Context: an optimization exercise on an open-source flow, tuned for small area and a short achievable clock period. The choices shown serve that exercise and are no tape-out recipe.
In this exercise RTL edits were held to simulation tests only and were not proved equivalent to the original.
Power figures rest on the tool's default switching activity, not on a simulated workload.

== zinc ==
Design regfile_mp_top, start of the top module:
module regfile_mp_top (
   input  logic         clk,
   input  logic         rst,
   input  logic         we,
   input  logic [4:0]   wrAddr,
   input  logic [31:0]  wrData,
   input  logic [19:0]  rdAddr,
   output logic [127:0] rdData,
   output logic [3:0]   rdBusy,
   input  logic         setBusy,
   input  logic [4:0]   setAddr,
   output logic [5:0]   busyCount
);
export LEC_CHECK = 0
export CAP_MARGIN = 20
export CELL_PAD_IN_SITES_DETAIL_PLACEMENT = 1
export CELL_PAD_IN_SITES_GLOBAL_PLACEMENT = 1
export CORE_MARGIN = 2
export CORE_UTILIZATION = 35
export PLACE_DENSITY = 0.5
export SETUP_SLACK_MARGIN = 3.0
export SLEW_MARGIN = 20
export SYNTH_HIERARCHICAL = 1
create_clock -name core_clock -period 9.0 [get_ports {clk}]
standard.sh (not shown) runs the stock make flow with config.mk's settings and CLKGATE_MAP_FILE= SYNTH_SCRIPT=/design/flow/synth_recipe.tcl, a recipe that flattens the netlist after the stock synthesis.
==> flow/flow/run.sh <==
#!/bin/bash
# Standard ORFS layout with three changes: ports are buffered with buf_2
# instead of the default delay buffer, CTS inserts no dummy loads and uses
# larger sink clusters (20 sinks, 150 um), and before global placement the
# read-path gates are resized by their role (flow/size_roles.tcl).
set -euo pipefail
export BUFFER_PORTS_ARGS="-buffer_cell sky130_fd_sc_hd__buf_2"
export CTS_ARGS="-sink_clustering_enable -repair_clock_nets -dont_use_dummy_load -sink_clustering_size 20 -sink_clustering_max_diameter 150"
export PRE_GLOBAL_PLACE_TCL="$PWD/flow/size_roles.tcl"
bash standard.sh > standard.log 2>&1
==> flow/flow/size_roles.tcl <==
# Resize read-path gates by their role, before global placement. Upsize the
# drivers of nets whose loads synthesis cannot see: the read-index
# predecoders and select lines (long, many loads) and the second-level NOR
# of each read multiplexer (long wire to its output). Downsize the merge
# gates that synthesis upsized but that drive one short local net.
proc rf_upsize_role {pattern size {down 0}} {
  set db [ord::get_db]
  set block [ord::get_db_block]
  set count 0
  foreach net [$block getNets] {
    set name [string map {"\\" ""} [$net getName]]
    if {![regexp $pattern $name]} { continue }
    foreach it [$net getITerms] {
      if {![$it isOutputSignal]} { continue }
      set inst [$it getInst]
      set old [[$inst getMaster] getName]
      if {![regexp {^(.*_)([0-9]+)$} $old -> base drive]} { continue }
      if {$drive == $size || ($drive > $size && !$down)} { continue }
      set m [$db findMaster "${base}${size}"]
      if {$m eq "NULL" || $m eq ""} { continue }
      $inst swapMaster $m
      incr count
    }
  }
  puts "rf_upsize_role $pattern -> $size: $count cells"
}
# Upsize the cells of master type mpat that are loads of nets matching pattern.
proc rf_upsize_loads {pattern mpat size} {
  set db [ord::get_db]
  set block [ord::get_db_block]
  set count 0
  foreach net [$block getNets] {
    set name [string map {"\\" ""} [$net getName]]
    if {![regexp $pattern $name]} { continue }
    foreach it [$net getITerms] {
      if {[$it isOutputSignal]} { continue }
      set inst [$it getInst]
      set old [[$inst getMaster] getName]
      if {![regexp $mpat $old]} { continue }
      if {![regexp {^(.*_)([0-9]+)$} $old -> base drive]} { continue }
      if {$drive >= $size} { continue }
      set m [$db findMaster "${base}${size}"]
      if {$m eq "NULL" || $m eq ""} { continue }
      $inst swapMaster $m
      incr count
    }
  }
  puts "rf_upsize_loads $pattern $mpat -> $size: $count cells"
}

rf_upsize_role {u_dec\.an\[}                    4
rf_upsize_role {u_dec\.g_lo\[[0-9]+\]\.u_n\.y$} 4
rf_upsize_role {u_dec\.g_hi\[[0-9]+\]\.u_n\.y$} 4
rf_upsize_loads {u_dec\.g_lo\[[0-9]+\]\.u_n\.y$} {__nor2_} 2
rf_upsize_role {u_mux\.u_x\.y$}                 2
rf_upsize_role {u_mux\.h\[[01]\]$}             1 1
rf_upsize_role {u_mux\.u_z\.y$}                 1 1
Having completed the whole flow, zinc delivered a layout that passed the timing, DRC and antenna checks.
## Diff of input files: lagoon against zinc
- SETUP_SLACK_MARGIN: 3.0 -> 2.5
diff --git a/flow/flow/size_roles.tcl b/flow/flow/size_roles.tcl
--- a/flow/flow/size_roles.tcl
+++ b/flow/flow/size_roles.tcl
@@ -2,3 +2,3 @@
 # drivers of nets whose loads synthesis cannot see: the read-index
-# predecoders and select lines (long, many loads) and the second-level NOR
+# predecoders (long, many loads) and the second-level NOR
 # of each read multiplexer (long wire to its output). Downsize the merge
@@ -50,6 +50,5 @@
 
-rf_upsize_role {u_dec\.an\[}                    4
+rf_upsize_role {u_dec\.an\[}                    2
 rf_upsize_role {u_dec\.g_lo\[[0-9]+\]\.u_n\.y$} 4
 rf_upsize_role {u_dec\.g_hi\[[0-9]+\]\.u_n\.y$} 4
-rf_upsize_loads {u_dec\.g_lo\[[0-9]+\]\.u_n\.y$} {__nor2_} 2
 rf_upsize_role {u_mux\.u_x\.y$}                 2
## What came out
- Having completed the whole flow, lagoon delivered a layout that passed the timing, DRC and antenna checks.
- Between zinc and lagoon, number of signal-net buffers in the layout decreased.
- The setup slack of lagoon falls short of that of zinc by 0.57 ns.
- Diff zinc -> lagoon: met2 routing resource usage after global routing was more or less identical, critical path depth went down by 1, placed wire-length estimate went down by about 1.4%.
- Core utilization for lagoon: 2.7 points down relative to zinc
- For sequential power, lagoon and zinc come out practically identical.
- Internal power consumption on lagoon is down relative to zinc.
- In lagoon the power turned out about 1.9% lower than in zinc.

## static timing again, ports no longer ideal
Ports are ideal in the flow. The routed layouts listed here were re-timed in OpenROAD. Step 1, drivers: a clkbuf_16 drives clk and a buf_2 each remaining input, both assumed. Step 2 times the ports against the registers' clock, not the clock port: input delays grow and output delays shrink by t, the midpoint of the rising clock arrivals with the driver on. a / b / c = ideal ports / drivers / drivers and shift; a / b = the first two.
run	t (ns)	setup WS [ns]	worst setup path at the end
zinc	0.828	2.818 / 2.699 / 2.699	input to output
lagoon	0.822	2.252 / 2.105 / 2.105	input to output
After both steps every run listed still meets setup and hold. For lagoon, which loses most, drivers alone change the setup slack by -0.147 ns; drivers and shift together by -0.147 ns.
